Context: an optimization exercise on an open-source flow, tuned for small area, a short achievable clock period and few clock cycles. The choices shown serve that exercise and are no tape-out recipe. RTL that was checked went through simulation tests only; none was proved equivalent to the original. Only the layout flow was run in runs 1 to 4; the RTL was not checked for function there. Power is estimated from default activity; no workload was simulated.

**design.v**
```verilog
`timescale 1ns/1ps
module cpuCore (
  input  logic        CLK,
  input  logic        RST,
  input  logic        en,
  input  logic        start,
  output logic [7:0]  instAddr,
  input  logic [15:0] inst,
  output logic [7:0]  dataAddr,
  output logic        dataWe,
  output logic [15:0] dataOut,
  input  logic [15:0] dataIn,
  output logic        running
);
  localparam logic [4:0] OP_HALT = 5'b00001, OP_LOAD = 5'b00010, OP_STORE = 5'b00011,
    OP_ADD = 5'b10000, OP_ADDI = 5'b10001, OP_SUB = 5'b10011, OP_SUBI = 5'b10100,
    OP_INC = 5'b10110, OP_LDIL = 5'b10111, OP_LDIH = 5'b11000, OP_XOR = 5'b11001,
    OP_AND = 5'b11010, OP_OR = 5'b11011;
  logic        runQ, haltedQ, resumed;
  logic [7:0]  pc;
  logic [15:0] regs [8];
  logic [7:0]  valid;   
  logic [15:0] opA, opB;
  logic [2:0]  eDest;
  logic [3:0]  eOff;
  logic        eWrites, eHalt, eStore, eInvB, eCin, eSra;
  logic        eSelSum, eSelLog, eSelShl, eSelShr, eSelLoad;
  logic [3:0]  eTt, fTt;
  logic [15:0] logicOut;
  logic [15:0] sum, shIn, shl, shr, res;
  logic [4:0]  fOp;
  logic [7:0]  fImm;
  logic [15:0] rA, rB, vA, nB, immValA, immValB;
  logic        fwdOn, fwdA, fwdB, immA, immB, bUsesD, fWrites;
  assign instAddr = pc;
  assign fOp  = inst[15:11];
  assign fImm = inst[7:0];
  assign bUsesD = (fOp == OP_STORE) || (fOp == OP_ADDI) || (fOp == OP_SUBI);
  assign immA   = (fOp == OP_ADDI) || (fOp == OP_SUBI);
  assign immValA = (fOp == OP_SUBI) ? {8'hFF, ~fImm} : {8'h00, fImm};
  always_comb begin
    case (fOp)
      OP_LDIL: begin immB = 1'b1; immValB = {8'h00, fImm}; end
      OP_LDIH: begin immB = 1'b1; immValB = {fImm, 8'h00}; end
      OP_INC:  begin immB = 1'b1; immValB = 16'd1; end
      default: begin immB = 1'b0; immValB = 16'd0; end
    endcase
  end
  assign fwdOn = runQ && eWrites;
  assign fwdA  = fwdOn && eDest == inst[6:4] && !immA;
  assign fwdB  = fwdOn && (bUsesD ? eDest == inst[10:8] : eDest == inst[2:0]) && !immB;
  always_comb begin
    rA = '0;
    rB = '0;
    for (int i = 0; i < 8; i++) begin
      rA = rA | ({16{valid[i] && inst[6:4] == 3'(i) && !fwdA && !immA}} & regs[i]);
      rB = rB | ({16{valid[i] && (bUsesD ? inst[10:8] == 3'(i) : inst[2:0] == 3'(i)) &&
                     !fwdB && !immB}} & regs[i]);
    end
  end
  assign vA = rA | ({16{immA}} & immValA) | ({16{fwdA}} & res);
  assign nB = rB | immValB | ({16{fwdB}} & res);
  always_comb begin
    case (fOp)
      OP_XOR:  fTt = 4'b0110;
      OP_AND:  fTt = 4'b1000;
      OP_OR:   fTt = 4'b1110;
      default: fTt = 4'b1010;
    endcase
  end
  assign fWrites = (fOp == OP_LOAD) || (fOp[4] && fOp != 5'b10010 && fOp != 5'b10101);
  always_ff @(posedge CLK) begin
    opA      <= vA;
    opB      <= nB;
    eDest    <= inst[10:8];
    eOff     <= inst[3:0];
    eWrites  <= fWrites;
    eHalt    <= (fOp == OP_HALT);
    eStore   <= (fOp == OP_STORE);
    eInvB    <= (fOp == OP_SUB);
    eCin     <= (fOp == OP_SUB) || (fOp == OP_SUBI);
    eSra     <= fOp[0] && fOp[4:1] == 4'b1111;
    eSelSum  <= (fOp == OP_ADD) || (fOp == OP_ADDI) || (fOp == OP_SUB) ||
                (fOp == OP_SUBI) || (fOp == OP_INC);
    eSelLog  <= (fOp == OP_XOR) || (fOp == OP_AND) || (fOp == OP_OR) ||
                (fOp == OP_LDIL) || (fOp == OP_LDIH);
    eTt      <= fTt;
    eSelShl  <= (fOp[4:1] == 4'b1110);
    eSelShr  <= (fOp[4:1] == 4'b1111);
    eSelLoad <= (fOp == OP_LOAD);
  end
  assign sum = opA + (opB ^ {16{eInvB}}) + {15'd0, eCin};
  always_comb begin
    for (int i = 0; i < 16; i++) begin
      shIn[i] = eSelShl ? opA[15-i] : opA[i];
    end
    shr = 16'($signed({eSra & opA[15], shIn}) >>> opB[3:0]);
    for (int i = 0; i < 16; i++) begin
      shl[i] = shr[15-i];
    end
  end
  always_comb begin
    for (int i = 0; i < 16; i++) begin
      logicOut[i] = eTt[{opA[i], opB[i]}];
    end
  end
  assign res = ({16{eSelSum}}  & sum) |
               ({16{eSelLog}}  & logicOut) |
               ({16{eSelShl}}  & shl) |
               ({16{eSelShr}}  & shr) |
               ({16{eSelLoad}} & dataIn);
  always_ff @(posedge CLK) begin
    if (runQ && eWrites) begin
      regs[eDest] <= res;
    end
  end
  always_ff @(posedge CLK or posedge RST) begin
    if (RST) begin
      valid <= '0;
    end else if (runQ && eWrites) begin
      valid[eDest] <= 1'b1;
    end
  end
  assign dataAddr = opA[7:0] + {4'h0, eOff};
  assign dataOut  = opB;
  assign dataWe   = runQ && eStore;
  assign running = runQ && !(eHalt && !resumed);
  always_ff @(posedge CLK or posedge RST) begin
    if (RST) begin
      runQ    <= 1'b0;
      haltedQ <= 1'b0;
      resumed <= 1'b0;
      pc      <= '0;
    end else begin
      resumed <= 1'b0;
      if (runQ) begin
        if (eHalt) begin
          runQ    <= 1'b0;
          haltedQ <= 1'b1;
        end else if (!en) begin
          runQ <= 1'b0;   
        end else begin
          pc <= pc + 8'd1;
        end
      end else if (en && start && !haltedQ) begin
        runQ    <= 1'b1;
        resumed <= 1'b1;
        pc      <= pc + 8'd1;
      end
    end
  end
endmodule
```
**run.sh**
```bash
#!/bin/bash
# synth_recipe.tcl (not shown) runs the flow's synth.tcl, then flattens the netlist and writes it again
# the make line also repeats each setting of config.mk as NAME=value (left out here)
make -C /OpenROAD-flow-scripts/flow DESIGN_CONFIG=/design/flow/config.mk WORK_HOME=/design/flow/orfs CLKGATE_MAP_FILE= SYNTH_SCRIPT=/design/flow/synth_recipe.tcl finish
```
**config.mk**
```make
export PLATFORM = sky130hd
export DESIGN_NAME = cpuCore
export DESIGN_NICKNAME = cpuCore
export VERILOG_FILES = /design/flow/design.v
export SDC_FILE = /design/flow/constraint.sdc
export NUM_CORES = 4
export LEC_CHECK = 0
export CAP_MARGIN = 20
export CORE_AREA = 5.06 5.44 215.41 214.88
export DIE_AREA = 0 0 220.41 220.32
export SETUP_SLACK_MARGIN = 2.0
export SLEW_MARGIN = 20
export TNS_END_PERCENT = 5
```
**constraint.sdc**
```tcl
create_clock -name core_clock -period 5.0 [get_ports {CLK}]
set_input_delay 1.0000 -clock core_clock [delete_from_list [all_inputs] [get_ports {CLK}]]
set_output_delay 1.0000 -clock core_clock [all_outputs]
set_load 0.01 [all_outputs]
```
==> results of run 1 <==
final cells by class:
class                           count  area [sq um]  area share
Multi-Input combinational cell    734          5984      0.4145
Tap cell                          592         740.7     0.05130
Clock buffer                       17         425.4     0.02946
Inverter                           38         150.1     0.01040
Sequential cell                   200          5398      0.3738
Clock inverter                     15         190.2     0.01317
Timing Repair Buffer              166          1550      0.1074
cell usage after synthesis (all sizes together) (11+ instances only):
| cell type | instances | area [sq um] |
|---|---|---|
| nand4 | 19 | 118.9 |
| o21ai | 41 | 205.2 |
| ha | 22 | 275.3 |
| xor2 | 25 | 219.0 |
| mux4 | 17 | 382.9 |
| a21oi | 34 | 177.7 |
| nor3 | 25 | 125.1 |
| dfrtp | 19 | 475.5 |
| dfxtp | 53 | 1061 |
| buf | 20 | 92.59 |
| and3 | 14 | 87.58 |
| a22o | 29 | 254.0 |
| mux2i | 38 | 380.4 |
| nor2 | 52 | 195.2 |
| nand2 | 75 | 281.5 |
| nand3 | 38 | 190.2 |
| nand2b | 11 | 68.82 |
| a222oi | 37 | 370.4 |
| clkbuf | 56 | 211.5 |
| inv | 37 | 138.9 |
| xnor2 | 17 | 148.9 |
| a221oi | 48 | 437.9 |
| a22oi | 20 | 150.1 |
| edfxtp | 128 | 3844 |
| mux2 | 16 | 180.2 |
| a21o | 13 | 97.59 |
worst max-delay path, cell delays in order:
cell	delay (ns)
clkdlybuf4s50_1	0.47
buf_4	0.21
clkinvlp_4	0.20
nor4b_1	0.42
o21ai_1	0.24
a211oi_4	0.42
buf_4	0.21
buf_4	0.14
a222oi_1	0.07
nand3_1	0.12
kinds of logic after synthesis:
| kind of cell | synth area share |
|---|---|
| flops | 0.4755 |
| xor+xnor | 0.03251 |
| buf+inv | 0.03948 |
| compound gates | 0.2057 |
| simple gates | 0.1338 |
| mux | 0.08338 |
| fa+ha+maj | 0.02964 |
sequential cells by signal (all words and copies together), names as in the netlist, 3 cells and up:
name	cells
regs	128
opA	16
opB	16
pc	8
valid	8
eOff	4
eDest	3
eTt	3
worst paths after layout:
check                      slack, ns  endpoint  cells past startpoint
max reg2reg                     1.89   opA[15]                      8
max in group asynchronous       3.59   resumed                      2
min in group asynchronous       0.96     pc[7]                      2
min reg2reg                     0.47   haltedQ                      1
max                             1.88   opB[11]                     10
min                             0.47   haltedQ                      1
per-layer routing:
metal / wire [um] / part of all wire / track usage / vias to the layer above
li1: - / - / - / 4381
met1: 17050 / 0.40 / 0.2203 / 4945
met2: 20280 / 0.47 / 0.2823 / 653
met3: 3618 / 0.084 / 0.03325 / 131
met4: 1911 / 0.045 / 0.07343 / 0
met5: 0 / 0 / 0 / -
power groups by stage:
| stage | Sequential [mW] | Clock (mW) | Combinational (mW) |
|---|---|---|---|
| after floorplan | 2.10 | 0 | 0.900 |
| after global placement | 2.20 | 0 | 1.39 |
| after detailed placement | 2.20 | 0 | 1.40 |
| after CTS | 2.16 | 1.41 | 1.52 |
| after global routing | 2.19 | 1.48 | 1.69 |
| final | 2.18 | 1.39 | 1.58 |
through the flow:
step	area (sq um)	hold WS, ns	power [mW]	instances
finish	14440	0.4675	5.147	1762
global route	14440	0.4879	5.359	1762
CTS	14180	0.4674	5.087	1749
detailed placement	12870	0.4480	3.604	1678
global placement	12870	0.4395	3.589	1678
floorplan	11370	0.4235	2.998	1045
repair_timing:
| item | 4_1_cts | 5_1_grt |
|---|---|---|
| setup buffers | 35 | 12 |
| cloned | 4 | 1 |
| resized for setup | 116 | 48 |
| pin swaps | 28 | 31 |
| endpoints found under the hold margin | 0 | 0 |
| setup endpoints to repair | 167 | 102 |
==> run summary, run 1 <==
outcome=no timing/DRC/antenna violations; clock period minus worst slack=approximately 3.1 ns; yosys synthesis warning count=1; hold crit path type=flop to flop; startpoint type of the worst setup path=input pin; clk_skew=between 0.01 and 0.015 ns; Place WS=around 0.47 ns; Setup TNS=0 ns; share of cells above drive strength 1=0.2282; post-DR vias/cell=~5.7; Routed WL=42870 um; Worst EP required=about 5.4 ns; CTS Hold Buffers Added=0; Layout area overhead=27.61%; global-route wire length before repair=around 63000 um; Reg power frac=0.423; NumNets Final=1218; First-pass DRT Iterations=8; total core area=approximately 44000 sq um; number of port buffers=69; number of primary I/O pins=70; fin util=0.3279; most common cell after layout, fill and taps aside=edfxtp_1; initial antenna violation count=0; Hold Violations, Final=0; Net Count, Synth=approximately 1100; Synth Cell Area=between 10000 and 15000 sq um; most frequent cells in the layout=edfxtp_1 (128), buf_4 (81), nand2_1 (74); die width=220.4 um; CTS Buffer Depth=2; Die Y=about 220 um; unrepaired setup endpoints after global routing=yes; vias in the first global route=between 9000 and 10000; # setup viols final=0; Peak VDD IR=between 200 and 300 uV; reg-to-reg critical path startpoint=opB[0]; Worst Setup End Kind=flop; clock sinks=200; Avg Cell Area, Syn=~11 sq um; WP data arrival=roughly 3.5 ns; Routability Congestion=roughly 0.94; Worst Hold Launch=haltedQ; antenna-violating nets left=0; CP Class=input pin to flop; post-synth cell types=77; Internal=3.329 mW; fillers=4386; Final period util=0.6249; DR DRC count=0; CTS tree=built; Worst Path Max Fanout=8; power share of the clock group=0.270; Iteration-0 DRC Markers=~1400; Net Switching=roughly 1.8 mW; Routed WL per cell=approximately 24 um; critical path launch point=inst[1]; vias=10110; Setup WS post-layout=~1.9 ns; power density over cell area=around 360 nW/um^2; GRT Resource Usage Total=0.1714; Mapped Cells=1045; ys flop type=edfxtp_1; # diodes=0; DP Wirelength=approximately 30000 um; Initial Util=0.2570; Leak Pwr=5.243 nW; Post-synth ARST share=0.09500; H-tree depth=4; Slew HR=0.2716; Worst-Skew Late Latency=0.45 ns; max-slew violation count=0; Clk pin slew, worst setup/hold paths=~0.080 ns; number of synthesized flops with an enable pin=128; Achievable Freq=~320 MHz; Seq cells post-synth=200; Net Sw Frac=0.3531; CTS buffer count=17; num rows=slightly below 80; Root Driver=clkbuf_16; Comb power frac=0.307; Seq/Total Area, Yosys=0.4755; largest net degree at the start of global routing=26; Max Cap Violations=0; aggregate global routing overflow=0; worst slew pin tran=about 1.1 ns; Die ar.=~49000 sq um
==> inputs of run 2 (changes only) <==
==> flow/run.sh (new file) <==
#!/bin/bash
# Standard layout with two changes: port buffers are sky130_fd_sc_hd__buf_4
# instead of the delay buffer buffer_ports picks by default, and adders are
# left to ABC instead of being mapped to ripple chains of fa/ha cells.
set -euo pipefail
export BUFFER_PORTS_ARGS="-buffer_cell sky130_fd_sc_hd__buf_4"
export ADDER_MAP_FILE=
bash standard.sh > standard.log 2>&1
==> standard.sh (new file) <==
#!/bin/bash
# synth_recipe.tcl (not shown) runs the flow's synth.tcl, then flattens the netlist and writes it again
# the make line also repeats each setting of config.mk as NAME=value (left out here)
make -C /OpenROAD-flow-scripts/flow DESIGN_CONFIG=/design/flow/config.mk WORK_HOME=/design/flow/orfs CLKGATE_MAP_FILE= SYNTH_SCRIPT=/design/flow/synth_recipe.tcl "${@:-finish}"
removed: run.sh
==> run 2 against run 1 <==
  * Still clean on timing, DRC and antenna
  * Via count increased by 1.2%
  * Clock power fell by 7%
  * Area after synthesis increased by 3.6%
  * Highest routed layer unchanged
==> run summary, run 2 <==
DP Wirelength=28300 um (-5.1%); Routability Congestion=0.9354 (-0.30%); num rows=77 (unchanged); delay-heaviest family, CP=simple AND/OR/NAND/NOR gates; Seq. cell area=5420 sq um (+0.42%); hold crit path type=flop to flop; Compound-Gate Fraction of Synth Area=0.2171 (+0.01138); critical path launch point=inst[13]; CTS Hold Buffers Added=0 (unchanged); outcome=no timing/DRC/antenna violations; vias=10230 (+1.2%); Comb power frac=0.314 (+0.007); CP max stage delay=0.40 ns (-0.07 ns); CTS buffer count=17 (unchanged); Seq/Total Area, Yosys=0.4591 (-0.01640); most frequent cells in the layout=buf_4 (136), edfxtp_1 (128), nand2_1 (114); Peak VDD IR=229.2 uV (-13%); die width=220.4 um (unchanged); H-tree depth=4 (unchanged); Routed WL=40940 um (-4.5%); Largest regs=regs: 128 flops, opA: 16 flops, opB: 16 flops; CTS tree=built; fillers=4425 (+0.89%); number of primary I/O pins=70 (unchanged); Worst EP required=5.29 ns (-0.10 ns); CTS Buffer Depth=2 (unchanged); Net Count, Synth=1199 (+8.4%); Setup TNS=0 ns (unchanged); Synth Cell Area=11720 sq um (+3.6%); Place WS=0.9253 ns (+0.4560 ns); clk_skew=0.009633 ns (-0.001595 ns); Net Switching=1.744 mW (-4.0%); yosys synthesis warning count=1 (unchanged); Achievable Freq=314.3 MHz (-1.8%); Hold WS=0.4622 ns (-0.005244 ns); CP cell instances=buf_4, nor2b_1, nand3_2, nand3_1, a21oi_1, and4_1, a222oi_1, nand3_1, a211oi_2, o221ai_1; Layout area overhead=22.83%; worst slew pin tran=0.9686 ns (-0.1240 ns); Worst Setup End Kind=flop; Worst Path Max Fanout=17 (+9); Top reg by flops=regs; post-synth cell types=83 (+7.8%); post-synthesis mux area share=0.06342 (-0.01996); total core area=44030 sq um (unchanged); max FFs per register=128 (unchanged); Iteration-0 DRC Markers=1737 (+20%); Internal=3.269 mW (-1.8%); First-pass DRT Iterations=10 (+2); CP Class=input pin to flop; most common cell after layout, fill and taps aside=buf_4; Hold Violations, Final=0 (unchanged); share of cells above drive strength 1=0.2605 (+0.03225); clock period minus worst slack=3.181 ns (+0.05692 ns); Adder-Cell Fraction of Synth Area=0.01132 (-0.01832); DR DRC count=0 (unchanged); Reg power frac=0.429 (+0.006); Die Y=220.3 um (unchanged); Final period util=0.6363 (+0.01138); top cells by count, synth=edfxtp_1 (128), nand2_1 (115), nor2_1 (60); largest net degree at the start of global routing=29 (+12%); Slew HR=0.3543 (+0.08266); Mapped Cells=1163 (+11%); max-slew violation count=0 (unchanged); startpoint type of the worst setup path=input pin; reg-to-reg critical path startpoint=opB[1]; Synth area leaders=edfxtp_1 (33%), dfxtp_1 (9.1%), dfrtp_1 (4.1%); Multi-input gate area=6246 sq um (+4.4%); power density over cell area=348.3 nW/um^2 (-2.3%); unrepaired setup endpoints after global routing=yes; Area after DPL=12840 sq um (-0.22%); Net Sw Frac=0.3479 (-0.005252); Yosys top cell by area=edfxtp_1; # setup viols final=0 (unchanged); WP data arrival=3.47 ns (-0.04 ns); Die ar.=48560 sq um (unchanged); vias in the first global route=9949 (+1.5%); Worst-Skew Late Latency=0.44 ns (about the same); GRT Resource Usage Total=0.1623 (-0.009114); Leak Pwr=5.030 nW (-4.1%); XOR/XNOR Fraction of Synth Area=0.05296 (+0.02045); number of port buffers=69 (unchanged); hold path depth=1 (unchanged); Post-synth ARST share=0.09500 (unchanged); # diodes=0 (unchanged); Crit path depth=10 (unchanged); largest family of logic cells by synthesized area=compound AO/OA/AOI/OAI gates; Initial Util=0.2662 (+0.009179); number of synthesized flops with an enable pin=128 (unchanged); NumNets Final=1267 (+4.0%); initial antenna violation count=0 (unchanged); aggregate global routing overflow=0 (unchanged); Max Cap Violations=0 (unchanged); Worst Hold Launch=haltedQ; ys flop type=edfxtp_1; Worst Reg-to-Reg Cells=15 (+7); clock sinks=200 (unchanged); final instance area=14390 sq um (-0.31%); Avg Cell Area, Syn=10.08 sq um (-6.9%); area fraction of the dominant cell type after synthesis=0.3280 (-0.01172); global-route wire length before repair=60310 um (-4.0%); antenna-violating nets left=0 (unchanged); post-DR vias/cell=5.574 (-2.9%); Seq cells post-synth=200 (unchanged); Clk pin slew, worst setup/hold paths=0.07 ns (about the same); power share of the clock group=0.257 (-0.013); fin util=0.3269 (-0.001023); top-count cell post-synth=edfxtp_1; CP bufs+invs=1 (-4); Routed WL per cell=22.30 um (-8.3%); Root Driver=clkbuf_16; Post-Synth Simple-Gate Area=0.1468 (+0.01300); slowest stage cell, crit path=and4_1; most frequent CP cell=nand3_1; Setup WS post-layout=1.819 ns (-0.05692 ns)
==> run 2: cell count changes after synthesis, moves of 13 or more <==
cell	previous run	this run
a21oi_1	32	45
a22oi_1	20	44
buf_2	14	28
ha_1	22	0
nand2_1	75	115
nand3_1	38	54
o21ai_0	40	53
xnor2_1	17	50
==> run 2: kinds of logic after synthesis <==
kind of cell	Yosys count
flip-flops	200
buffers and inverters	136
adder cells (fa/ha/maj)	13
XOR/XNOR	70
AO/OA/AOI/OAI	338
AND/OR/NAND/NOR	348
multiplexers	58
==> run 2: through the flow <==
stage | total power, mW | cells
final | 5.013 | 1836
after global routing | 5.234 | 1836
after CTS | 4.937 | 1814
after detailed placement | 3.515 | 1757
after global placement | 3.495 | 1757
after floorplan | 3.037 | 1163
==> run 2: worst paths after layout <==
| path | slack [ns] | to |
|---|---|---|
| max reg2reg | 1.82 | regs[2][12] |
| min | 0.46 | resumed |
| max in group asynchronous | 3.85 | valid[4] |
| min reg2reg | 0.46 | resumed |
| min in group asynchronous | 0.69 | valid[3] |
| max | 1.82 | opA[13] |
==> run 2: cell type report <==
type | count | area share
clock buffer | 17 | 0.02955
clock inverter | 15 | 0.009127
inverter | 34 | 0.009475
multi-input combinational | 827 | 0.4339
sequential | 200 | 0.3766
tap | 592 | 0.05146
timing repair buffer | 151 | 0.08988
==> run 2: what timing repair did <==
action,4_1_cts,5_1_grt
resized for setup,88,56
setup endpoints to repair,133,124
setup buffers,23,21
endpoints found under the hold margin,0,0
cloned,2,1
pin swaps,17,37
==> run 2: power groups by stage <==
stage,clock network (mW),registers [mW],logic (mW)
finish,1.29,2.15,1.57
CTS,1.32,2.14,1.48
floorplan,0,2.04,0.999
global route,1.38,2.16,1.69
detailed placement,0,2.18,1.34
global placement,0,2.17,1.32
==> run 2: routing by layer <==
metal	track usage	vias to the layer above	part of all wire
met5	0	-	0
met3	0.02723	113	0.084
met4	0.06428	0	0.036
met2	0.2725	568	0.48
met1	0.2090	4946	0.40
li1	-	4606	-
==> inputs of run 3 (changes only) <==
--- a/design.v
+++ b/design.v
@@ -28,5 +28,7 @@
   logic [3:0]  eTt, fTt;
   logic [15:0] logicOut;
-  logic [15:0] sum, shIn, shl, shr, res;
+  logic [15:0] sum, shIn, shl, shr, res, addB, pg, gg, pp;
+  logic [4:0]  addrLo;
+  logic [3:0]  addrHiInc;
   logic [4:0]  fOp;
   logic [7:0]  fImm;
@@ -90,5 +92,20 @@
     eSelLoad <= (fOp == OP_LOAD);
   end
-  assign sum = opA + (opB ^ {16{eInvB}}) + {15'd0, eCin};
+  always_comb begin
+    addB = opB ^ {16{eInvB}};
+    pg = opA ^ addB;
+    gg = opA & addB;
+    gg[0] = gg[0] | (pg[0] & eCin);
+    pp = pg;
+    for (int l = 0; l < 4; l++) begin
+      for (int i = 0; i < 16; i++) begin
+        if (i[l]) begin
+          gg[i] = gg[i] | (pp[i] & gg[((i >> l) << l) - 1]);
+          pp[i] = pp[i] & pp[((i >> l) << l) - 1];
+        end
+      end
+    end
+    sum = pg ^ {gg[14:0], eCin};
+  end
   always_comb begin
     for (int i = 0; i < 16; i++) begin
@@ -122,5 +139,7 @@
     end
   end
-  assign dataAddr = opA[7:0] + {4'h0, eOff};
+  assign addrLo   = {1'b0, opA[3:0]} + {1'b0, eOff};
+  assign addrHiInc = opA[7:4] + 4'd1;
+  assign dataAddr = {addrLo[4] ? addrHiInc : opA[7:4], addrLo[3:0]};
   assign dataOut  = opB;
   assign dataWe   = runQ && eStore;
==> run 3 against run 2 <==
  * Register-to-register slack got worse by 0.04 ns
  * Die area did not move
  * Worst hold slack improved by 0.0091 ns
  * Total power is 1.6% higher
  * Clock power up 7%
  * Area after synthesis fell by 2.3%
  * Sequential share of layout area up 0.59 points
  * Fmax is 3.8% lower
  * Non-clock buffer count up 11
  * Critical path depth up 1
  * Sequential power is essentially flat
  * Largest cell class unchanged
==> run summary, run 3 <==
Worst Path Max Fanout=16 (-1); Internal=3.339 mW (+2.1%); Final period util=0.6618 (+0.02546); Area after DPL=12570 sq um (-2.1%); GRT met2 Usage=0.2737 (+0.001231); outcome=no timing/DRC/antenna violations; H-tree depth=4 (unchanged); Top reg by flops=regs; Achievable Freq=302.2 MHz (-3.8%); CTS Hold Buffers Added=0 (unchanged); aggregate global routing overflow=0 (unchanged); reg-to-reg critical path startpoint=opB[1]; clk_skew=0.01014 ns (+0.0005114 ns); Worst Reg-to-Reg Cells=14 (-1); fillers=4442 (+0.38%); global-route wire length before repair=62240 um (+3.2%); power density over cell area=359.2 nW/um^2 (+3.1%); # diodes=0 (unchanged); largest net degree at the start of global routing=43 (+48%); met1 GRT Util=0.2165 (+0.007456); post-synth cell types=70 (-16%); Worst EP required=5.33 ns (+0.04 ns); CTS Buffer Depth=2 (unchanged); Critical Path Sink=opA[2]; clock period minus worst slack=3.309 ns (+0.1273 ns); Routability Congestion=0.9103 (-2.7%); CTS buffer count=17 (unchanged); antenna-violating nets left=0 (unchanged); WP data arrival=3.64 ns (+0.17 ns); Avg Cell Area, Syn=10.06 sq um (-0.20%); Routed WL=42740 um (+4.4%); critical path launch point=inst[13]; power share of the clock group=0.271 (+0.014); global route hottest layer=met2; Net Count, Synth=1174 (-2.1%); vias=10740 (+4.9%); max-slew violation count=0 (unchanged); Reg power frac=0.424 (-0.005); Seq. cell area=5424 sq um (about the same); most frequent cells in the layout=buf_4 (140), edfxtp_1 (128), nand2_1 (108); clock sinks=200 (unchanged); Slew HR=0.2948 (-0.05951); most common cell after layout, fill and taps aside=buf_4; Comb power frac=0.305 (-0.009); Net Switching=1.755 mW (+0.63%); hold crit path type=flop to flop; num rows=77 (unchanged); met3 Usage GRT=0.03311 (+0.005883); Hold Violations, Final=0 (unchanged); max FFs per register=128 (unchanged); number of primary I/O pins=70 (unchanged); final total power=5.093 mW (+1.6%); vias in the first global route=10170 (+2.2%); Reg2Reg Setup Slack=1.78 ns (-0.04 ns); Worst-Skew Late Latency=0.45 ns (about the same); Iteration-0 DRC Markers=2261 (+30%); Post-synth ARST share=0.09500 (unchanged); Net Sw Frac=0.3445 (-0.003351); share of cells above drive strength 1=0.2575 (-0.002911); CTS tree=built; worst slew pin tran=1.058 ns (+0.08926 ns); Setup TNS=0 ns (unchanged); Yosys top cell by area=edfxtp_1; # setup viols final=0 (unchanged); hold path depth=1 (unchanged); RR Endpoint=opB[7]; post-DR vias/cell=5.902 (+5.9%); Seq cells post-synth=200 (unchanged); Layout area overhead=23.91%; area fraction of the dominant cell type after synthesis=0.3359 (+0.007890); Clk pin slew, worst setup/hold paths=0.08 ns (about the same); Synth Cell Area=11440 sq um (-2.3%); Worst Setup End Kind=flop; total core area=44030 sq um (unchanged); unrepaired setup endpoints after global routing=yes; die width=220.4 um (unchanged); NumNets Final=1250 (-1.3%); number of synthesized flops with an enable pin=128 (unchanged); Synth area leaders=edfxtp_1 (34%), dfxtp_1 (9.3%), a222oi_1 (4.2%); Max Cap Violations=0 (unchanged); initial antenna violation count=0 (unchanged); Mapped Cells=1138 (-2.1%); First-pass DRT Iterations=8 (-2); yosys synthesis warning count=1 (unchanged); Multi-input gate area=5886 sq um (-5.8%); Die Y=220.3 um (unchanged); Initial Util=0.2599 (-0.006252); Routed WL per cell=23.50 um (+5.4%); Seq/Total Area, Yosys=0.4702 (+0.01104); Die ar.=48560 sq um (unchanged); Largest regs=regs: 128 flops, opA: 16 flops, opB: 16 flops; top-count cell post-synth=edfxtp_1; number of port buffers=69 (unchanged); top cells by count, synth=edfxtp_1 (128), nand2_1 (109), clkbuf_1 (81); ys flop type=edfxtp_1; CP Class=input pin to flop; startpoint type of the worst setup path=input pin; Root Driver=clkbuf_16; GRT Resource Usage Total=0.1682 (+0.005977); Worst Hold Launch=haltedQ; DR DRC count=0 (unchanged); final instance area=14180 sq um (-1.5%); Leak Pwr=5.155 nW (+2.5%); DP Wirelength=27630 um (-2.3%); Peak VDD IR=235.3 uV (+2.7%)
-- run 3: cell types whose count changed after synthesis, moves of 8 or more --
cell | previous run | this run
a22o_1 | 18 | 26
a22oi_1 | 44 | 23
buf_2 | 28 | 15
clkbuf_1 | 59 | 81
mux2i_1 | 36 | 23
nor3_1 | 18 | 28
o21ai_1 | 12 | 4
xnor2_1 | 50 | 41
-- run 3: worst min path at each step --
stage | endpoint | slack, ns
floorplan | resumed | 0.44
global placement | resumed | 0.45
detailed placement | pc[7] | 0.47
CTS | resumed | 0.47
global route | resumed | 0.49
finish | resumed | 0.47
-- run 3: critical path, stage by stage --
cell      delay (ns)
buf_4           0.16
nand2_1         0.12
nor2_1          0.08
nand2_1         0.34
nand3_1         0.13
a21oi_1         0.23
and3_1          0.89
a22o_1          0.26
a221oi_1        0.04
and3_1          0.25
o21ai_0         0.13
-- run 3: final cells by class --
class,count,share of cell area
clock buffer,19,0.03353
clock inverter,13,0.008294
inverter,32,0.009000
multi-input combinational,800,0.4151
sequential,200,0.3825
tap,592,0.05224
timing repair buffer,162,0.09900
timing repair inverter,1,0.0003530
-- run 3: kinds of logic after synthesis --
kind of cell | synth area share
AOI/OAI and AO/OA | 0.2121
xor gates and xnor gates | 0.04745
adders and majority gates | 0.005358
buffers and inverters | 0.04789
DFF | 0.4702
muxes | 0.06342
and+or+nand+nor | 0.1536
-- run 3: metal layers --
metal | routed length, um | share of wire
met1 | 16290 | 0.38
met2 | 19690 | 0.46
met3 | 4840 | 0.11
met4 | 1923 | 0.045
met5 | 0 | 0
-- run 3: power groups by stage --
stage	clock [mW]	sequential (mW)	combinational, mW
4_1_cts	1.39	2.16	1.45
3_3_place_gp	0	2.18	1.29
6_report	1.38	2.16	1.55
2_1_floorplan	0	2.04	0.965
5_1_grt	1.46	2.18	1.66
3_5_place_dp	0	2.19	1.30
-- run 3: timing repair --
| action | in CTS | in global routing |
|---|---|---|
| setup endpoints to repair | 166 | 157 |
| buffers inserted | 47 | 13 |
| resized for setup | 96 | 26 |
| pin swaps | 28 | 15 |
| gates cloned | 4 | 2 |
-- run 3: metrics by stage --
stage               instances  worst slack (ns)    util  hold slack (ns)
finish                   1819             1.691  0.3221           0.4713
floorplan                1138             1.683       -           0.4350
global route             1819             1.620  0.3221           0.4911
CTS                      1804             1.790  0.3160           0.4737
detailed placement       1721            0.8630  0.2856           0.4699
global placement         1721            0.9477  0.2856           0.4488
==> inputs of run 4 (changes only) <==
==> run.sh (new file) <==
#!/bin/bash
# synth_recipe.tcl (not shown) runs the flow's synth.tcl, then flattens the netlist and writes it again
# the make line also repeats each setting of config.mk as NAME=value (left out here)
make -C /OpenROAD-flow-scripts/flow DESIGN_CONFIG=/design/flow/config.mk WORK_HOME=/design/flow/orfs CLKGATE_MAP_FILE= SYNTH_SCRIPT=/design/flow/synth_recipe.tcl finish
removed: flow/run.sh
removed: standard.sh
==> run 4 against run 3 <==
  * Still clean on timing, DRC and antenna
  * Count of clock-buffer cells in the layout increased by 1
  * Setup slack got worse by 0.15 ns
  * Sequential share of layout area decreased by 2.3 points
  * Synthesized cell count decreased by 6.0%
  * Clock power increased by 4%
  * Worst hold slack got worse by 0.0074 ns
  * Critical path type is now flop to flop
  * Critical endpoint is now opB[2]
  * Largest cell class unchanged
==> run summary, run 4 <==
Layout area overhead=30.71%; Routability Congestion=0.9933 (+9.1%); Clk pin slew, worst setup/hold paths=0.08 ns (about the same); placed insts=1709 (-0.70%); Net Count, Synth=1134 (-3.4%); Hold WS=0.4639 ns (-0.007368 ns); ys flop type=edfxtp_1; Slew HR=0.2610 (-0.03381); yosys synthesis warning count=1 (unchanged); Initial Util=0.2615 (+0.001563); final total power=5.283 mW (+3.7%); Worst Path Max Fanout=10 (-6); max-slew violation count=0 (unchanged); Routed WL per cell=24.89 um (+5.9%); # diodes=0 (unchanged); largest net degree at the start of global routing=23 (-47%); Worst Setup End Kind=flop; Seq/Total Area, Yosys=0.4673 (-0.002810); max FFs per register=128 (unchanged); Setup TNS=0 ns (unchanged); Largest regs=regs: 128 flops, opA: 16 flops, opB: 16 flops; Reg2Reg Setup Slack=1.54 ns (-0.24 ns); hold crit path type=flop to flop; Peak VDD IR=238.9 uV (+1.5%); H-tree depth=4 (unchanged); power share of the clock group=0.270 (about the same); share of cells above drive strength 1=0.2628 (+0.005235); GRT Resource Usage Total=0.1799 (+0.01163); Avg Cell Area, Syn=10.76 sq um (+7.0%); Seq cells post-synth=200 (unchanged); top cells by count, synth=edfxtp_1 (128), nand2_1 (106), nor2_1 (55); initial antenna violation count=0 (unchanged); num rows=77 (unchanged); Die Y=220.3 um (unchanged); Synth area leaders=edfxtp_1 (33%), dfxtp_1 (9.2%), dfrtp_1 (4.1%); Post-synth ARST share=0.09500 (unchanged); Final Instance Count excl. Fillers=1825 (+0.33%); clock period minus worst slack=3.460 ns (+0.1508 ns); antenna-violating nets left=0 (unchanged); power density over cell area=351.1 nW/um^2 (-2.3%); CP max stage delay=0.42 ns (-0.47 ns); Synth Cell Area=11510 sq um (+0.60%); Worst-Skew Late Latency=0.45 ns (about the same); Worst EP required=5.31 ns (-0.02 ns); First-pass DRT Iterations=6 (-2); post-synth cell types=78 (+11%); WP data arrival=3.77 ns (+0.13 ns); Final period util=0.6919 (+0.03017); Internal=3.446 mW (+3.2%); outcome=no timing/DRC/antenna violations; most frequent cells in the layout=edfxtp_1 (128), buf_4 (108), nand2_1 (105); DP Wirelength=30370 um (+9.9%); unrepaired setup endpoints after global routing=yes; startpoint type of the worst setup path=flop; CTS tree=built; CP cell instances=xnor2_2, fa_2, inv_2, fa_2, buf_4, fa_2, a22o_1, a21o_1, a211o_2, and3_1, a221o_1, or3_1; Routed WL=45430 um (+6.3%); most common cell after layout, fill and taps aside=edfxtp_1; Net Switching=1.838 mW (+4.7%); Die ar.=48560 sq um (unchanged); CTS Buffer Depth=2 (unchanged); NumNets Final=1284 (+2.7%); total core area=44030 sq um (unchanged); Achievable Freq=289.0 MHz (-4.4%); post-DR vias/cell=5.828 (-1.2%); clock sinks=200 (unchanged); Comb power frac=0.317 (+0.012); aggregate global routing overflow=0 (unchanged); slowest stage cell, crit path=a211o_2; CTS buffer count=17 (unchanged); vias in the first global route=10200 (+0.28%); number of primary I/O pins=70 (unchanged); most frequent CP cell=fa_2; vias=10640 (-0.92%); clk_skew=0.01831 ns (+0.008169 ns); number of port buffers=69 (unchanged); Reg power frac=0.413 (-0.011); CP Class=flop to flop; number of synthesized flops with an enable pin=128 (unchanged); die width=220.4 um (unchanged); CTS Hold Buffers Added=0 (unchanged); Yosys top cell by area=edfxtp_1; Hold Violations, Final=0 (unchanged); Mapped Cells=1070 (-6.0%); worst slew pin tran=1.081 ns (+0.02277 ns); area fraction of the dominant cell type after synthesis=0.3339 (-0.002008); Top reg by flops=regs; Leak Pwr=5.475 nW (+6.2%); DR DRC count=0 (unchanged); Max Cap Violations=0 (unchanged); Iteration-0 DRC Markers=1803 (-20%); top-count cell post-synth=edfxtp_1; global-route wire length before repair=65570 um (+5.3%); # setup viols final=0 (unchanged); Root Driver=clkbuf_16; Net Sw Frac=0.3478 (+0.003290)
## run 4: cell count changes in the layout (fill, tap and decap cells not counted), moves of 13 or more
cell             before  now
clkdlybuf4s50_1       0   52
buf_4               140  108
o21ai_0              52   23
ha_1                  0   21
xnor2_1              38   17
nor3b_1               4   24
a2111oi_0             1   14
## run 4: power groups by stage
stage | Clock (mW) | Combinational [mW] | Sequential (mW)
final | 1.43 | 1.67 | 2.18
after global routing | 1.49 | 1.78 | 2.20
after CTS | 1.43 | 1.58 | 2.17
after detailed placement | 0 | 1.43 | 2.22
after global placement | 0 | 1.41 | 2.22
after floorplan | 0 | 0.941 | 2.11
## run 4: logic make-up (layout without fill, tap and decap cells)
| kind of cell | count (synthesis) | after routing | synth area share |
|---|---|---|---|
| buffers and inverters | 112 | 275 | 0.03967 |
| multiplexers | 71 | 71 | 0.08651 |
| AO/OA/AOI/OAI | 262 | 262 | 0.1799 |
| AND/OR/NAND/NOR | 356 | 356 | 0.1611 |
| XOR/XNOR | 41 | 41 | 0.03119 |
| flip-flops | 200 | 200 | 0.4673 |
| adder cells (fa/ha/maj) | 28 | 28 | 0.03434 |
## run 4: per-layer routing
layer | wire length, um | share of wire | global-route usage | up-vias
li1 | - | - | - | 4501
met1 | 17490 | 0.38 | 0.2329 | 5178
met2 | 20850 | 0.46 | 0.2876 | 789
met3 | 4618 | 0.10 | 0.03516 | 168
met4 | 2473 | 0.054 | 0.09049 | 0
met5 | 0 | 0 | 0 | -
## run 4: area by class of cell
| type | instances | area (sq um) |
|---|---|---|
| clock buffers | 20 | 479.2 |
| clock inverters | 12 | 128.9 |
| fillers | 4349 | 28980 |
| inverters | 38 | 143.9 |
| multi-input cells | 758 | 6241 |
| flip-flops and latches | 200 | 5406 |
| well taps | 592 | 740.7 |
| repair buffers | 205 | 1908 |
## run 4: worst paths after layout
path                       cells after the start  startpoint      end
hold / removal                                 1     haltedQ  resumed
min in group asynchronous                      2         RST    pc[6]
max in group asynchronous                      2         RST    pc[2]
setup / recovery                              12       eInvB   opB[2]
hold reg to reg                                1     haltedQ  resumed
setup reg to reg                              12       eInvB   opB[2]
## run 4: critical path, delay by kind of cell (launching register included)
| kind | cells | cell delay [ns] |
|---|---|---|
| compound gates | 4 | 1.05 |
| flops | 1 | 0.38 |
| fa+ha+maj | 3 | 1.00 |
| buf+inv | 2 | 0.20 |
| xor+xnor | 1 | 0.17 |
| simple gates | 2 | 0.54 |
## run 4: repair_timing
action / CTS / global route
gates resized for setup: 124 / 53
pin swaps: 35 / 27
gates cloned: 4 / 0
endpoints found under the setup margin: 167 / 142
setup buffers: 58 / 22
## run 4: through the flow
| step | worst slack (ns) | cell area [sq um] | util |
|---|---|---|---|
| after floorplan | 1.555 | 11620 | - |
| after CTS | 1.499 | 14720 | 0.3343 |
| final | 1.540 | 15050 | 0.3418 |
| after global placement | 0.5859 | 13180 | 0.2994 |
| after detailed placement | 0.4226 | 13180 | 0.2994 |
| after global routing | 1.500 | 15050 | 0.3418 |
==> inputs of run 5 (changes only) <==
--- a/design.v
+++ b/design.v
@@ -28,11 +28,10 @@
   logic [3:0]  eTt, fTt;
   logic [15:0] logicOut;
-  logic [15:0] sum, shIn, shl, shr, res, addB, pg, gg, pp;
-  logic [4:0]  addrLo;
-  logic [3:0]  addrHiInc;
+  logic [15:0] sum, shIn, shl, shr, res;
   logic [4:0]  fOp;
   logic [7:0]  fImm;
   logic [15:0] rA, rB, vA, nB, immValA, immValB;
-  logic        fwdOn, fwdA, fwdB, immA, immB, bUsesD, fWrites;
+  logic [7:0]  eWriting, usable, matchA, matchB;
+  logic        fwdA, fwdB, immA, immB, bUsesD, fWrites;
   assign instAddr = pc;
   assign fOp  = inst[15:11];
@@ -49,14 +48,20 @@
     endcase
   end
-  assign fwdOn = runQ && eWrites;
-  assign fwdA  = fwdOn && eDest == inst[6:4] && !immA;
-  assign fwdB  = fwdOn && (bUsesD ? eDest == inst[10:8] : eDest == inst[2:0]) && !immB;
+  always_comb begin
+    for (int i = 0; i < 8; i++) begin
+      eWriting[i] = runQ && eWrites && eDest == 3'(i);
+      usable[i]   = valid[i] && !eWriting[i];
+      matchA[i]   = inst[6:4] == 3'(i);
+      matchB[i]   = bUsesD ? inst[10:8] == 3'(i) : inst[2:0] == 3'(i);
+    end
+  end
+  assign fwdA = |(matchA & eWriting) && !immA;
+  assign fwdB = |(matchB & eWriting) && !immB;
   always_comb begin
     rA = '0;
     rB = '0;
     for (int i = 0; i < 8; i++) begin
-      rA = rA | ({16{valid[i] && inst[6:4] == 3'(i) && !fwdA && !immA}} & regs[i]);
-      rB = rB | ({16{valid[i] && (bUsesD ? inst[10:8] == 3'(i) : inst[2:0] == 3'(i)) &&
-                     !fwdB && !immB}} & regs[i]);
+      rA = rA | ({16{matchA[i] && usable[i] && !immA}} & regs[i]);
+      rB = rB | ({16{matchB[i] && usable[i] && !immB}} & regs[i]);
     end
   end
@@ -92,20 +97,5 @@
     eSelLoad <= (fOp == OP_LOAD);
   end
-  always_comb begin
-    addB = opB ^ {16{eInvB}};
-    pg = opA ^ addB;
-    gg = opA & addB;
-    gg[0] = gg[0] | (pg[0] & eCin);
-    pp = pg;
-    for (int l = 0; l < 4; l++) begin
-      for (int i = 0; i < 16; i++) begin
-        if (i[l]) begin
-          gg[i] = gg[i] | (pp[i] & gg[((i >> l) << l) - 1]);
-          pp[i] = pp[i] & pp[((i >> l) << l) - 1];
-        end
-      end
-    end
-    sum = pg ^ {gg[14:0], eCin};
-  end
+  assign sum = opA + (opB ^ {16{eInvB}}) + {15'd0, eCin};
   always_comb begin
     for (int i = 0; i < 16; i++) begin
@@ -139,7 +129,5 @@
     end
   end
-  assign addrLo   = {1'b0, opA[3:0]} + {1'b0, eOff};
-  assign addrHiInc = opA[7:4] + 4'd1;
-  assign dataAddr = {addrLo[4] ? addrHiInc : opA[7:4], addrLo[3:0]};
+  assign dataAddr = opA[7:0] + {4'h0, eOff};
   assign dataOut  = opB;
   assign dataWe   = runQ && eStore;
==> flow/run.sh (new file) <==
#!/bin/bash
# Standard layout with two changes: port buffers are sky130_fd_sc_hd__buf_4
# instead of the delay buffer buffer_ports picks by default, and adders are
# left to ABC instead of being mapped to ripple chains of fa/ha cells.
set -euo pipefail
export BUFFER_PORTS_ARGS="-buffer_cell sky130_fd_sc_hd__buf_4"
export ADDER_MAP_FILE=
bash standard.sh > standard.log 2>&1
==> standard.sh (new file) <==
#!/bin/bash
# synth_recipe.tcl (not shown) runs the flow's synth.tcl, then flattens the netlist and writes it again
# the make line also repeats each setting of config.mk as NAME=value (left out here)
make -C /OpenROAD-flow-scripts/flow DESIGN_CONFIG=/design/flow/config.mk WORK_HOME=/design/flow/orfs CLKGATE_MAP_FILE= SYNTH_SCRIPT=/design/flow/synth_recipe.tcl "${@:-finish}"
--- a/config.mk
+++ b/config.mk
@@ -11,3 +11,2 @@
 export SETUP_SLACK_MARGIN = 2.0
 export SLEW_MARGIN = 20
-export TNS_END_PERCENT = 5
removed: run.sh
==> run 5 against run 4 <==
  * Synthesized cell count increased by 12%
  * Largest power group unchanged
  * Worst hold slack gained 0.0053 ns
  * Via count is 4.3% higher
  * Total power up 0.28%
  * First-iteration DRC count is 0.61% lower
==> run summary, run 5 <==
CP cell instances=a31oi_4, a21oi_2, maj3_2, o21a_1, a21oi_2, nor2_2, buf_4, xnor2_2, buf_4; Compound-Gate Fraction of Synth Area=0.2148 (+0.03496); Hold WS=0.4692 ns (+0.005306 ns); Setup TNS=0 ns (unchanged); Routed WL=43850 um (-3.5%); Final period util=0.6380 (-0.05395); number of synthesized flops with an enable pin=128 (unchanged); max-slew violation count=0 (unchanged); Net Count, Synth=1238 (+9.2%); Clk pin slew, worst setup/hold paths=0.07 ns (about the same); Largest regs=regs: 128 flops, opA: 16 flops, opB: 16 flops; CP bufs+invs=2 (unchanged); post-synthesis mux area share=0.06808 (-0.01843); Worst Path Max Fanout=3 (-7); Leak Pwr=5.357 nW (-2.2%); slowest stage cell, crit path=dfxtp_4; aggregate global routing overflow=0 (unchanged); Die Y=220.3 um (unchanged); CTS tree=built; delay-heaviest family, CP=compound AO/OA/AOI/OAI gates; ys flop type=edfxtp_1; Adder-Cell Fraction of Synth Area=0.01232 (-0.02202); Root Driver=clkbuf_16; Worst-Skew Late Latency=0.44 ns (about the same); # diodes=0 (unchanged); Worst EP required=4.00 ns (-1.31 ns); hold crit path type=flop to flop; CTS buffer count=17 (unchanged); clock period minus worst slack=3.190 ns (-0.2698 ns); CP Class=flop to output pin; share of cells above drive strength 1=0.2700 (+0.007249); yosys synthesis warning count=1 (unchanged); Worst Setup End Kind=output pin; Seq cells post-synth=200 (unchanged); unrepaired setup endpoints after global routing=yes; Post-Synth Simple-Gate Area=0.1625 (+0.001387); # setup viols final=0 (unchanged); fillers=4396 (+1.1%); Seq/Total Area, Yosys=0.4416 (-0.02577); die width=220.4 um (unchanged); number of primary I/O pins=70 (unchanged); XOR/XNOR Fraction of Synth Area=0.04734 (+0.01615); Yosys top cell by area=edfxtp_1; Die ar.=48560 sq um (unchanged); area fraction of the dominant cell type after synthesis=0.3155 (-0.01841); top-count cell post-synth=edfxtp_1; post-DR vias/cell=5.831 (about the same); Achievable Freq=313.5 MHz (+8.5%); Avg Cell Area, Syn=10.14 sq um (-5.8%); Iteration-0 DRC Markers=1792 (-0.61%); Routability Congestion=0.9389 (-5.5%); post-synth cell types=88 (+13%); Mapped Cells=1202 (+12%); vias in the first global route=10480 (+2.8%); outcome=no timing/DRC/antenna violations; Slew HR=0.2754 (+0.01444); Post-synth ARST share=0.09500 (unchanged); startpoint type of the worst setup path=flop; DP Wirelength=29130 um (-4.1%); First-pass DRT Iterations=9 (+3); global-route wire length before repair=64380 um (-1.8%); CP max stage delay=0.37 ns (-0.05 ns); clk_skew=0.009328 ns (-0.008985 ns); fin util=0.3415 (about the same); H-tree depth=4 (unchanged); GRT Resource Usage Total=0.1723 (-0.007592); clock sinks=200 (unchanged); NumNets Final=1334 (+3.9%); Top reg by flops=regs; Synth Cell Area=12180 sq um (+5.8%); WP data arrival=2.19 ns (-1.58 ns); Multi-input gate area=6578 sq um (+5.4%); num rows=77 (unchanged); antenna-violating nets left=0 (unchanged); power density over cell area=352.4 nW/um^2 (+0.36%); most frequent cells in the layout=buf_4 (149), edfxtp_1 (128), nand2_1 (103); total core area=44030 sq um (unchanged); final total power=5.298 mW (+0.28%); Routed WL per cell=23.04 um (-7.4%); Synth area leaders=edfxtp_1 (32%), dfxtp_1 (8.7%), a222oi_1 (4.1%); Max Cap Violations=0 (unchanged); max FFs per register=128 (unchanged); largest family of logic cells by synthesized area=compound AO/OA/AOI/OAI gates; Layout area overhead=23.41%; Seq. cell area=5443 sq um (+0.67%); top cells by count, synth=edfxtp_1 (128), nand2_1 (112), clkbuf_1 (56); vias=11100 (+4.3%); initial antenna violation count=1 (+1); most common cell after layout, fill and taps aside=buf_4; CTS Buffer Depth=2 (unchanged); Peak VDD IR=158.6 uV (-34%); DR DRC count=0 (unchanged); Initial Util=0.2767 (+0.01526); number of port buffers=69 (unchanged); Hold Violations, Final=0 (unchanged); largest net degree at the start of global routing=34 (+48%); worst slew pin tran=1.083 ns (+0.002769 ns)
-- run 5: cell count changes after synthesis, sizes merged, moves of 16 or more --
cell,change
a2111oi,-19
a22oi,+30
buf,+22
ha,-22
nand3,+16
nor2b,+20
nor3b,-21
o21ai,+20
xnor2,+29
-- run 5: final timing paths --
kind	startpoint	cells past startpoint	to	slack, ns
worst max-delay path	eOff[0]	9	dataAddr[5]	1.81
worst min-delay path	valid[1]	1	valid[1]	0.47
worst max register to register	opB[11]	10	regs[4][14]	2.02
worst min register to register	valid[1]	1	valid[1]	0.47
max in group asynchronous	RST	2	valid[1]	3.85
min in group asynchronous	RST	2	pc[6]	0.68
-- run 5: report_power, final --
| part | internal, mW | total, mW | switching, mW | leakage (nW) |
|---|---|---|---|---|
| logic | 0.790 | 1.80 | 1.01 | 3.22 |
| clock network | 0.653 | 1.29 | 0.632 | 0.269 |
| registers | 1.93 | 2.21 | 0.279 | 1.86 |
| total | 3.38 | 5.30 | 1.92 | 5.36 |
-- run 5: cell type report --
cell class / count / share of cell area
tap: 592 / 0.04926
timing repair inverter: 1 / 0.0003328
clock buffer: 19 / 0.02879
timing repair buffer: 176 / 0.1019
sequential: 200 / 0.3620
inverter: 49 / 0.01290
clock inverter: 13 / 0.007406
multi-input combinational: 853 / 0.4374
-- run 5: kinds of logic after synthesis --
family / count (synthesis)
simple gates: 374
mux: 57
fa+ha+maj: 15
xor+xnor: 65
buf+inv: 149
compound gates: 342
flops: 200
-- run 5: per-stage QoR --
| step | worst slack [ns] | instance area, sq um | std cells |
|---|---|---|---|
| after floorplan | 1.678 | 12220 | 1202 |
| after global placement | 1.084 | 13310 | 1796 |
| after detailed placement | 1.046 | 13320 | 1796 |
| after CTS | 1.847 | 14510 | 1868 |
| after global routing | 1.721 | 15040 | 1903 |
| final | 1.810 | 15040 | 1903 |
-- run 5: timing repair --
action | 4_1_cts | 5_1_grt
hold buffers | 0 | 0
gates cloned | 2 | 1
buffers inserted | 38 | 34
setup endpoints to repair | 157 | 105
gates resized for setup | 79 | 71
pin swaps | 17 | 32
-- run 5: per-layer routing --
layer,vias to the layer above,routed length [um],track usage
met2,720,20920,0.2830
met1,5397,17120,0.2232
met4,2,1747,0.07593
li1,4843,-,-
met3,135,4045,0.03037
met5,-,18,0
Testbench counts of run 5, summed over its fixed seeds: cycles 9,192.
==> inputs of run 6 (changes only) <==
==> run.sh (new file) <==
#!/bin/bash
# synth_recipe.tcl (not shown) runs the flow's synth.tcl, then flattens the netlist and writes it again
# the make line also repeats each setting of config.mk as NAME=value (left out here)
make -C /OpenROAD-flow-scripts/flow DESIGN_CONFIG=/design/flow/config.mk WORK_HOME=/design/flow/orfs CLKGATE_MAP_FILE= SYNTH_SCRIPT=/design/flow/synth_recipe.tcl finish
--- a/config.mk
+++ b/config.mk
@@ -9,4 +9,5 @@
 export CORE_AREA = 5.06 5.44 215.41 214.88
 export DIE_AREA = 0 0 220.41 220.32
-export SETUP_SLACK_MARGIN = 2.0
+export SETUP_SLACK_MARGIN = 2.2
 export SLEW_MARGIN = 20
+export TNS_END_PERCENT = 5
removed: flow/run.sh
removed: standard.sh
==> run 6 against run 5 <==
  * Still clean on timing, DRC and antenna
  * Core utilization decreased by 2.5 points
  * Non-clock buffer count shrank 36
  * Sequential cell count unchanged
  * Clock power barely moved
  * Area after synthesis shrank 7.5%
  * Die area did not move
  * Setup slack improved by 0.012 ns
  * Synthesized cell count fell by 14%
  * Sequential power decreased by 2%
  * Global-route usage is 1.2 points lower
  * Cell count decreased by 9.1%
==> run summary, run 6 <==
Die ar.=48560 sq um (unchanged); NumNets Final=1189 (-11%); clock sinks=200 (unchanged); Root Driver=clkbuf_16; Mapped Cells=1032 (-14%); Compound-Gate Fraction of Synth Area=0.2133 (-0.001574); Achievable Freq=314.6 MHz (+0.37%); GRT Resource Usage Total=0.1607 (-0.01162); hold crit path type=flop to flop; Synth Cell Area=11270 sq um (-7.5%); CP Class=flop to flop; post-synth cell types=74 (-16%); vias in the first global route=9443 (-9.9%); CTS tree=built; startpoint type of the worst setup path=flop; Seq. cell area=5404 sq um (-0.71%); Net Sw Frac=0.3392 (-0.02324); DP Wirelength=27010 um (-7.3%); Layout area overhead=23.79%; Worst-Skew Late Latency=0.44 ns (about the same); final total power=5.016 mW (-5.3%); yosys synthesis warning count=1 (unchanged); Comb power frac=0.306 (-0.034); Routed WL=40310 um (-8.1%); number of primary I/O pins=70 (unchanged); reg-to-reg critical path startpoint=opA[1]; power density over cell area=359.5 nW/um^2 (+2.0%); clk_skew=0.008843 ns (-0.0004852 ns); Routed WL per cell=23.30 um (+1.1%); Seq/Total Area, Yosys=0.4774 (+0.03578); fin util=0.3169 (-0.02464); CTS Buffer Depth=2 (unchanged); Iteration-0 DRC Markers=1406 (-22%); number of synthesized flops with an enable pin=128 (unchanged); Synth area leaders=edfxtp_1 (34%), dfxtp_1 (9.4%), a22oi_1 (4.5%); fillers=4427 (+0.71%); Hold Violations, Final=0 (unchanged); aggregate global routing overflow=0 (unchanged); met2 WL=19000 um (-9.2%); Post-synth ARST share=0.09500 (unchanged); Internal=3.314 mW (-1.9%); Max Cap Violations=0 (unchanged); Avg Cell Area, Syn=10.92 sq um (+7.7%); max FFs per register=128 (unchanged); largest family of logic cells by synthesized area=compound AO/OA/AOI/OAI gates; Adder-Cell Fraction of Synth Area=0.03308 (+0.02076); vias=9774 (-12%); number of port buffers=69 (unchanged); ys flop type=edfxtp_1; Net Count, Synth=1096 (-11%); Seq cells post-synth=200 (unchanged); H-tree depth=4 (unchanged); met1 wire length=16130 um (-5.8%); # diodes=0 (unchanged); WP data arrival=3.32 ns (+1.13 ns); area fraction of the dominant cell type after synthesis=0.3410 (+0.02557); Worst Path Max Fanout=8 (+5); num rows=77 (unchanged); CTS Hold Buffers Added=0 (unchanged); First-pass DRT Iterations=9 (unchanged); global-route wire length before repair=59390 um (-7.7%); top cells by count, synth=edfxtp_1 (128), nand2_1 (101), a22oi_1 (67); Clk pin slew, worst setup/hold paths=0.07 ns (about the same); most common cell after layout, fill and taps aside=edfxtp_1; die width=220.4 um (unchanged); Multi-input gate area=5806 sq um (-12%); Leak Pwr=5.141 nW (-4.0%); clock period minus worst slack=3.178 ns (-0.01165 ns); Slew HR=0.2329 (-0.04245); antenna-violating nets left=0 (unchanged); Initial Util=0.2560 (-0.02075); initial antenna violation count=0 (-1); Top reg by flops=regs; Setup TNS=0 ns (unchanged); Post-Synth Simple-Gate Area=0.1306 (-0.03191); max-slew violation count=0 (unchanged); Die Y=220.3 um (unchanged); Reg power frac=0.433 (+0.015); total core area=44030 sq um (unchanged); Yosys top cell by area=edfxtp_1; largest net degree at the start of global routing=20 (-41%); Net Switching=1.701 mW (-11%); XOR/XNOR Fraction of Synth Area=0.03341 (-0.01393); worst slew pin tran=1.151 ns (+0.06720 ns); Peak VDD IR=262.1 uV (+65%); post-DR vias/cell=5.650 (-3.1%); Worst EP required=5.15 ns (+1.15 ns); share of cells above drive strength 1=0.2030 (-0.06704); Routability Congestion=0.9066 (-3.4%); Worst Setup End Kind=flop; post-synthesis mux area share=0.07571 (+0.007627); unrepaired setup endpoints after global routing=yes; Largest regs=regs: 128 flops, opA: 16 flops, opB: 16 flops; top-count cell post-synth=edfxtp_1; Final period util=0.6356 (-0.002330); Worst Hold Launch=valid[7]; most frequent cells in the layout=edfxtp_1 (128), nand2_1 (99), a22oi_1 (67); routed length on met3=3635 um (-10%); critical path launch point=opA[1]; CTS buffer count=17 (unchanged); DR DRC count=0 (unchanged); outcome=no timing/DRC/antenna violations; uppermost layer routed=met4; # setup viols final=0 (unchanged); power share of the clock group=0.261 (+0.018)
-- run 6: cell count changes after synthesis, moves of 16 or more --
| cell | before | now |
|---|---|---|
| ha_1 | 0 | 25 |
| nand3_1 | 54 | 22 |
| xnor2_1 | 47 | 17 |
| nor3_1 | 35 | 19 |
| inv_1 | 48 | 31 |
| clkbuf_1 | 56 | 40 |
| a22oi_1 | 42 | 67 |
| nor2b_1 | 23 | 7 |
| a222oi_1 | 50 | 29 |
-- run 6: area by class of cell --
cell class / instances / area share
Multi-Input combinational cell: 735 / 0.4161
Sequential cell: 200 / 0.3873
Timing Repair Buffer: 140 / 0.09452
Tap cell: 592 / 0.05309
Clock buffer: 20 / 0.03130
Inverter: 31 / 0.008968
Clock inverter: 12 / 0.008699
-- run 6: critical path: stages, from the launching register on --
cell      delay [ns]
dfxtp_4         0.37
buf_4           0.17
mux4_2          0.52
mux2_2          0.33
a22o_1          0.25
o31ai_1         0.51
nand2_1         0.14
a211oi_2        0.38
inv_1           0.22
-- run 6: final timing paths --
path	cells after the start	slack [ns]	to
min in group asynchronous	2	0.98	pc[0]
hold reg to reg	1	0.47	valid[7]
setup / recovery	8	1.82	regs[0][15]
setup reg to reg	8	1.82	regs[0][15]
max in group asynchronous	2	3.57	valid[3]
hold / removal	1	0.47	valid[7]
-- run 6: cell families after synthesis --
| group | Yosys count |
|---|---|
| compound gates | 315 |
| xor+xnor | 43 |
| fa+ha+maj | 28 |
| buf+inv | 97 |
| flops | 200 |
| mux | 61 |
| simple gates | 288 |
-- run 6: per-stage QoR --
step	instances	worst slack [ns]	area [sq um]	hold slack, ns
after floorplan	1032	1.980	11370	0.4216
after global placement	1657	0.5600	12750	0.4479
after detailed placement	1657	0.4169	12750	0.4520
after CTS	1727	1.855	13890	0.4697
after global routing	1730	1.754	13950	0.4857
final	1730	1.822	13950	0.4678
-- run 6: layer usage --
| layer | vias to the layer above | track usage |
|---|---|---|
| li1 | 4252 | - |
| met1 | 4776 | 0.2107 |
| met2 | 629 | 0.2628 |
| met3 | 117 | 0.03065 |
| met4 | 0 | 0.06345 |
| met5 | - | 0 |
-- run 6: timing repair --
action	CTS	global route
gates resized for setup	106	10
endpoints found under the hold margin	0	0
setup buffers	35	3
endpoints found under the setup margin	170	159
pin swaps	27	5
cloned	3	0
-- run 6: power groups by stage --
| stage | logic [mW] | clock network, mW | registers [mW] |
|---|---|---|---|
| 5_1_grt | 1.65 | 1.40 | 2.18 |
| 4_1_cts | 1.50 | 1.32 | 2.16 |
| 3_3_place_gp | 1.36 | 0 | 2.21 |
| 6_report | 1.54 | 1.31 | 2.17 |
| 2_1_floorplan | 0.938 | 0 | 2.09 |
| 3_5_place_dp | 1.38 | 0 | 2.21 |
==> inputs of run 7 (changes only) <==
--- a/config.mk
+++ b/config.mk
@@ -9,5 +9,6 @@
 export CORE_AREA = 5.06 5.44 215.41 214.88
 export DIE_AREA = 0 0 220.41 220.32
-export SETUP_SLACK_MARGIN = 2.2
+export PLACE_DENSITY = 0.8
+export SETUP_SLACK_MARGIN = 2.0
 export SLEW_MARGIN = 20
 export TNS_END_PERCENT = 5
==> run 7 against run 6 <==
  * Still clean on timing, DRC and antenna
  * Worst hold slack worse by 0.0062 ns
  * Sequential share of layout area grew 0.95 points
  * Fmax decreased by 6.1%
  * Via count rose by 0.34%
  * Register-to-register slack worse by 0.12 ns
  * Cell count down 1.4%
  * Area after synthesis did not move
  * First-iteration DRC count is 22% higher
  * Synthesized cell count did not move
  * Non-clock buffer count decreased by 25
  * Global-route usage fell by 0.77 points
  * Core utilization shrank 0.80 points
  * Critical endpoint is now opA[12]
  * Largest cell class unchanged
  * Highest routed layer unchanged
==> run summary, run 7 <==
Synth area leaders=edfxtp_1 (34%), dfxtp_1 (9.4%), a22oi_1 (4.5%); aggregate global routing overflow=0 (unchanged); CP max stage delay=0.99 ns (+0.47 ns); most frequent cells in the layout=edfxtp_1 (128), nand2_1 (101), a22oi_1 (67); GRT Resource Usage Total=0.1530 (-0.007700); number of synthesized flops with an enable pin=128 (unchanged); total core area=44030 sq um (unchanged); WP data arrival=3.60 ns (+0.28 ns); Die ar.=48560 sq um (unchanged); DR DRC count=0 (unchanged); most common cell after layout, fill and taps aside=edfxtp_1; CTS tree=built; yosys synthesis warning count=1 (unchanged); fin util=0.3089 (-0.008014); CTS buffer count=17 (unchanged); Setup TNS=0 ns (unchanged); Root Driver=clkbuf_16; # setup viols final=0 (unchanged); Final period util=0.6768 (+0.04117); CP Class=input pin to flop; area fraction of the dominant cell type after synthesis=0.3410 (unchanged); clock sinks=200 (unchanged); worst slew pin tran=1.232 ns (+0.08098 ns); placed insts=1653 (-0.24%); Seq/Total Area, Yosys=0.4774 (unchanged); Worst-Skew Late Latency=0.44 ns (about the same); Synth Cell Area=11270 sq um (unchanged); fillers=4318 (-2.5%); Hold Violations, Final=0 (unchanged); clock period minus worst slack=3.384 ns (+0.2059 ns); max-slew violation count=0 (unchanged); Clk pin slew, worst setup/hold paths=0.07 ns (about the same); met1 GRT Util=0.1819 (-0.02883); met3 Usage GRT=0.03215 (+0.001505); NumNets Final=1164 (-2.1%); Die Y=220.3 um (unchanged); CP bufs+invs=1 (-1); Final Instance Count excl. Fillers=1705 (-1.4%); vias=9807 (+0.34%); hold crit path type=flop to flop; CTS Buffer Depth=2 (unchanged); Multi-input gate area=5717 sq um (-1.5%); Initial Util=0.2560 (unchanged); startpoint type of the worst setup path=input pin; Leak Pwr=4.957 nW (-3.6%); die width=220.4 um (unchanged); Avg Cell Area, Syn=10.92 sq um (unchanged); clk_skew=0.01650 ns (+0.007661 ns); Slew HR=0.1734 (-0.05949); Seq. cell area=5396 sq um (-0.14%); DP Wirelength=26770 um (-0.88%); power density over cell area=362.4 nW/um^2 (+0.81%); Post-synth ARST share=0.09500 (unchanged); Max Cap Violations=0 (unchanged); CP cell instances=clkdlybuf4s50_1, nand3_1, o21ai_0, nand3_1, a21oi_1, o21ai_1, o2111ai_1; # diodes=0 (unchanged); top cells by count, synth=edfxtp_1 (128), nand2_1 (101), a22oi_1 (67); top-count cell post-synth=edfxtp_1; Peak VDD IR=243.8 uV (-7.0%); slowest stage cell, crit path=o21ai_1; First-pass DRT Iterations=14 (+5); largest net degree at the start of global routing=36 (+80%); Worst Setup End Kind=flop; Iteration-0 DRC Markers=1710 (+22%); GRT met2 Usage=0.2557 (-0.007078); unrepaired setup endpoints after global routing=yes; Seq cells post-synth=200 (unchanged); initial antenna violation count=0 (unchanged); share of cells above drive strength 1=0.1635 (-0.03947); num rows=77 (unchanged); Worst Path Max Fanout=10 (+2); global route hottest layer=met2; H-tree depth=4 (unchanged); ys flop type=edfxtp_1; most frequent CP cell=nand3_1; Routed WL=38580 um (-4.3%); max FFs per register=128 (unchanged); outcome=no timing/DRC/antenna violations; Mapped Cells=1032 (unchanged); Net Count, Synth=1096 (unchanged); antenna-violating nets left=0 (unchanged); Layout area overhead=20.66%; delay-heaviest family, CP=compound AO/OA/AOI/OAI gates; number of primary I/O pins=70 (unchanged); global-route wire length before repair=57690 um (-2.9%); post-DR vias/cell=5.752 (+1.8%); vias in the first global route=9672 (+2.4%); post-synth cell types=74 (unchanged); Routed WL per cell=22.62 um (-2.9%); number of port buffers=69 (unchanged); Yosys top cell by area=edfxtp_1; Achievable Freq=295.5 MHz (-6.1%); Worst EP required=5.22 ns (+0.07 ns); Largest regs=regs: 128 flops, opA: 16 flops, opB: 16 flops; Routability Congestion=0.9779 (+7.9%); Top reg by flops=regs
## run 7: changes by cell type in the layout (fill, tap and decap cells not counted), sizes merged
cell	before	now
clkinvlp	4	3
clkdlybuf4s15	1	4
bufinv	1	0
clkdlybuf4s50	56	60
buf	76	47
clkbuf	20	19
inv	34	35
dlygate4sd2	6	4
bufbuf	1	0
clkinv	4	6
## run 7: area by class of cell
type	count	share of cell area
well taps	592	0.05447
inverters	31	0.008556
multi-input cells	735	0.4204
clock buffers	19	0.03183
repair buffers	115	0.08096
clock inverters	13	0.006992
flip-flops and latches	200	0.3968
## run 7: final timing paths
kind	startpoint	to	slack, ns	depth (start not counted)
max in group asynchronous	RST	valid[5]	3.51	2
min in group asynchronous	RST	pc[0]	1.00	2
hold reg to reg	valid[7]	valid[7]	0.46	1
setup / recovery	inst[4]	opA[12]	1.62	7
hold / removal	valid[7]	valid[7]	0.46	1
setup reg to reg	eInvB	opA[12]	1.70	14
## run 7: report_power, final
group          total (mW)  internal (mW)  leakage [nW]  switching, mW
sequential           2.16           1.93          1.86          0.232
clock                1.25          0.640         0.251          0.611
combinational        1.51          0.660          2.85          0.852
total                4.93           3.23          4.96           1.70
## run 7: logic make-up (layout without fill, tap and decap cells)
family,count (synthesis),after routing,synth area share
flip-flops,200,200,0.4774
adder cells (fa/ha/maj),28,28,0.03308
AO/OA/AOI/OAI,315,315,0.2133
AND/OR/NAND/NOR,288,288,0.1305
multiplexers,61,61,0.07571
XOR/XNOR,43,43,0.03341
buffers and inverters,97,178,0.03663
## run 7: metrics by stage
stage,power (mW),setup WS [ns],area [sq um],hold slack (ns)
2_1_floorplan,3.028,1.980,11370,0.4216
3_3_place_gp,3.542,0.8001,12710,0.4436
3_5_place_dp,3.591,0.6614,12710,0.4473
4_1_cts,4.862,1.814,13480,0.4628
5_1_grt,5.125,1.581,13600,0.4791
6_report,4.928,1.616,13600,0.4616
## run 7: repair_timing
item,4_1_cts,5_1_grt
hold endpoints to repair,0,0
endpoints found under the setup margin,143,132
pin swaps,11,10
setup buffers,13,7
hold buffers,0,0
gates resized for setup,57,8
## run 7: worst reg2reg max path: cells and delay by family, from the launching register on
family                     cells  cell delay (ns)
AOI/OAI and AO/OA              6             1.21
xor gates and xnor gates       2             0.29
DFF                            1             0.33
buffers and inverters          4             0.55
adders and majority gates      2             0.68
## run 7: metal layers
| metal | share of wire | wire (um) | vias up |
|---|---|---|---|
| met1 | 0.35 | 13370 | 4619 |
| met4 | 0.068 | 2626 | 0 |
| met2 | 0.47 | 18230 | 804 |
| li1 | - | - | 4196 |
| met5 | 0 | 0 | - |
| met3 | 0.11 | 4347 | 188 |

what the ideal ports hide:
The flow's constraints put no driver on any port. The routed layouts listed below were extracted and timed again, unchanged, in two steps.
Step 1: set_driving_cell puts a clkbuf_16 on CLK and a buf_2 on each other input, an assumption about the parent block.
Step 2 times the ports against the registers' clock, not the clock port: input delays grow and output delays shrink by t, the midpoint of the rising clock arrivals with the driver on.
a / b / c = no drivers / after step 1 / after step 2; a / b = the first two.
run	t (ns)	setup slack, ns
run 1	0.492	1.875 / 1.864 / 1.407
run 2	0.486	1.819 / 1.819 / 1.353
run 3	0.497	1.691 / 1.679 / 1.216
run 4	0.490	1.540 / 1.540 / 1.244
run 5	0.487	1.810 / 1.756 / 1.524
run 6	0.481	1.822 / 1.822 / 1.369
run 7	0.478	1.616 / 1.635 / 1.157
After both steps setup and hold are still met in every run listed.
